This is an optimization exercise on Yosys and OpenROAD, whose aim is small area, a short achievable clock period and few clock cycles, not a production implementation.
At most, simulation tests tie the RTL to the original design; equivalence was not proved.
Power figures rest on the tool's default switching activity, not on a simulated workload.

// line_rasterizer_interpolated
module line_rasterizer_interpolated
#(
    parameter int COORD_BITS = 6,
    parameter int DEPTH_BITS = 16,
    parameter int FRAC_BITS  = 16
) (
    input  wire logic                 aclk,
    input  wire logic                 aresetn,
    input  wire logic                 s_tvalid,
    output logic                      s_tready,
    input  wire logic [((2*(2*COORD_BITS+DEPTH_BITS+32)+7)/8)*8-1:0] s_tdata,
    output logic                      m_tvalid,
    input  wire logic                 m_tready,
    output logic [((2*COORD_BITS+DEPTH_BITS+32+7)/8)*8-1:0] m_tdata,
    output logic                      m_tlast
);
    localparam int C      = COORD_BITS;
    localparam int CW     = lri_pkg::CHAN_W;
    localparam int NC     = lri_pkg::NUM_COLOR;
    localparam int PT_W   = 2*C + DEPTH_BITS + lri_pkg::COLOR_W;
    localparam int OUT_W  = ((2*C + DEPTH_BITS + NC*CW + 7) / 8) * 8;
    localparam int E_W    = C + 2;
    localparam int N_INT  = DEPTH_BITS/2 - 1;
    localparam int C_INT0 = N_INT - CW/2;      
    logic [C-1:0] xa, ya, xb, yb;
    logic [C:0]   dxp, dxn, dyp, dyn;      
    assign xa = s_tdata[C-1:0];
    assign ya = s_tdata[2*C-1:C];
    assign xb = s_tdata[PT_W+C-1:PT_W];
    assign yb = s_tdata[PT_W+2*C-1:PT_W+C];
    assign dxp = {1'b0, xb} - {1'b0, xa};
    assign dxn = {1'b0, xa} - {1'b0, xb};
    assign dyp = {1'b0, yb} - {1'b0, ya};
    assign dyn = {1'b0, ya} - {1'b0, yb};
    logic st_idle, st_geo, st_int, st_rdy, st_z2, st_hold;
    logic [2:0] cnt_reg;
    logic       cint_reg;              
    logic [C-1:0] adx_reg, ady_reg;
    logic         xgt_reg, ygt_reg;
  ...
==> flow/config.mk <==
export PLATFORM = sky130hd
export DESIGN_NAME = line_rasterizer_interpolated
export DESIGN_NICKNAME = line_rasterizer_interpolated
export VERILOG_FILES = /design/flow/design.v
export SDC_FILE = /design/flow/constraint.sdc
export NUM_CORES = 4
export LEC_CHECK = 0
export CAP_MARGIN = 0
export CORE_MARGIN = 2
export CORE_UTILIZATION = 40
export CTS_CLUSTER_DIAMETER = 80
export CTS_CLUSTER_SIZE = 24
export SETUP_SLACK_MARGIN = 4.1
export SLEW_MARGIN = 0
==> flow/constraint.sdc <==
create_clock -name core_clock -period 7.5 [get_ports {aclk}]
set_input_delay 1.5000 -clock core_clock [delete_from_list [all_inputs] [get_ports {aclk}]]
set_output_delay 1.5000 -clock core_clock [all_outputs]
set_load 0.01 [all_outputs]
standard.sh (not shown) runs the stock make flow with config.mk's settings and CLKGATE_MAP_FILE= SYNTH_SCRIPT=/design/flow/synth_recipe.tcl, a recipe that flattens the netlist after the stock synthesis.
==> flow/flow/run.sh <==
#!/bin/bash
# Standard layout, with the port buffers made from plain buffers
# (sky130_fd_sc_hd__buf_2) instead of the delay buffers buffer_ports picks.
set -euo pipefail
export BUFFER_PORTS_ARGS="-buffer_cell sky130_fd_sc_hd__buf_2"
bash standard.sh > standard.log 2>&1
The baseline went through all stages and came out clean.
Rerun with:
--- a/flow/config.mk
+++ b/flow/config.mk
@@ -7,3 +7,3 @@
 export LEC_CHECK = 0
-export CAP_MARGIN = 0
+export CAP_MARGIN = 5
 export CORE_MARGIN = 2
@@ -12,3 +12,4 @@
 export CTS_CLUSTER_SIZE = 24
+export PLACE_DENSITY = 0.75
 export SETUP_SLACK_MARGIN = 4.1
-export SLEW_MARGIN = 0
+export SLEW_MARGIN = 5
=> Via count went up by 2.6%; final area went down by 0.55%; wire length went down by 2.2%; count of clock-buffer cells in the layout went down by 3; global-route usage went down by 0.75 points; combinational power went up by about 3%; total power went down by 2.7%.
Function was not checked in any run of this note: the RTL went through the layout flow alone.

* * *

## run B
line_rasterizer_interpolated, a different RTL version from the one above (not shown whole).
Size: ~3100 cells after synthesis, roughly 400 flip-flops, ~190 I/O pins, about 31000 um^2 of cells after synthesis.
// line_rasterizer_interpolated
module line_rasterizer_interpolated
#(
    parameter int COORD_BITS = 6,
    parameter int DEPTH_BITS = 16,
    parameter int FRAC_BITS  = 16
) (
    input  wire logic                 aclk,
    input  wire logic                 aresetn,
    input  wire logic                 s_tvalid,
    output logic                      s_tready,
    input  wire logic [((2*(2*COORD_BITS+DEPTH_BITS+32)+7)/8)*8-1:0] s_tdata,
    output logic                      m_tvalid,
    input  wire logic                 m_tready,
    output logic [((2*COORD_BITS+DEPTH_BITS+32+7)/8)*8-1:0] m_tdata,
    output logic                      m_tlast
);
==> flow/config.mk <==
export PLATFORM = sky130hd
export DESIGN_NAME = line_rasterizer_interpolated
export DESIGN_NICKNAME = line_rasterizer_interpolated
export VERILOG_FILES = /design/flow/design.v
export SDC_FILE = /design/flow/constraint.sdc
export NUM_CORES = 4
export LEC_CHECK = 0
export CAP_MARGIN = 5
export CORE_MARGIN = 2
export CORE_UTILIZATION = 40
export CTS_CLUSTER_DIAMETER = 80
export CTS_CLUSTER_SIZE = 24
export SETUP_SLACK_MARGIN = 4.45
export SLEW_MARGIN = 5
==> flow/constraint.sdc <==
create_clock -name core_clock -period 7.5 [get_ports {aclk}]
set_input_delay 1.5000 -clock core_clock [delete_from_list [all_inputs] [get_ports {aclk}]]
set_output_delay 1.5000 -clock core_clock [all_outputs]
set_load 0.01 [all_outputs]
==> flow/flow/run.sh <==
#!/bin/bash
# Standard layout, with two changes: the port buffers are made from plain
# buffers (sky130_fd_sc_hd__buf_1) instead of the delay buffers buffer_ports
# picks, and clock tree synthesis adds no dummy loads.
set -euo pipefail
export BUFFER_PORTS_ARGS="-buffer_cell sky130_fd_sc_hd__buf_1"
export CTS_ARGS="-sink_clustering_enable -repair_clock_nets -sink_clustering_size 24 -sink_clustering_max_diameter 80 -dont_use_dummy_load"
bash standard.sh > standard.log 2>&1
Testbench counts of run B, summed over its fixed seeds: cycles 38,956.
Modified inputs, run E compared to run B
==> flow/flow/run.sh <==
#!/bin/bash
# Standard layout, with two changes: the port buffers are made from plain
# buffers (sky130_fd_sc_hd__buf_2) instead of the delay buffers buffer_ports
# picks, and clock tree synthesis adds no dummy loads.
set -euo pipefail
export BUFFER_PORTS_ARGS="-buffer_cell sky130_fd_sc_hd__buf_2"
export CTS_ARGS="-sink_clustering_enable -repair_clock_nets -buf_list sky130_fd_sc_hd__clkbuf_8 -sink_clustering_size 16 -sink_clustering_max_diameter 60 -dont_use_dummy_load"
bash standard.sh > standard.log 2>&1
[summary]
- Diff run E and run B: final critical path time including I/O delays and setup lower in run E
- [compare] base=run B new=run E: clock-buffer cell count climbed 12; via count shows no meaningful change; number of buffers inserted during clock tree synthesis has increased.
- Going from run B to run E, half-perimeter wire length after detailed placement has increased; CTS H-tree depth shows an increase of 1; wire length of the first global-routing pass saw little to no change; number of antenna violations at the first check in global routing fell 1; share of cell area taken by flip-flops and latches +0.21 points.
- Result: PASS for each of run E and run B
- Area growth from synthesis to final layout (higher): run B

## port drivers added, routing unchanged
Ports are ideal in the flow. The routed layouts listed here were re-timed in OpenROAD.
Step 1 assumes that a clkbuf_16 drives the clock port and a buf_2 every other input.
Step 2 times the ports against the registers' clock, not the clock port: input delays grow and output delays shrink by t, the midpoint of the rising clock arrivals with the driver on.
a / b / c = no drivers / after step 1 / after step 2; a / b = the first two.
run	t (ns)	setup WS [ns]	worst setup path after step 2	pins driven straight from the clock port
the first run of note 1	0.675	4.104 / 4.113 / 3.438	input to register	1
the second run of note 1	0.633	4.106 / 4.111 / 3.478	input to register	1
run B	0.642	4.351 / 4.351 / 3.709	input to register	1
run E	0.671	4.359 / 4.366 / 3.694	input to register	1
After both steps every run listed still meets setup and hold. The setup slack of the first run of note 1, which loses most, moves by +0.009 ns with the drivers and by -0.666 ns with both steps.
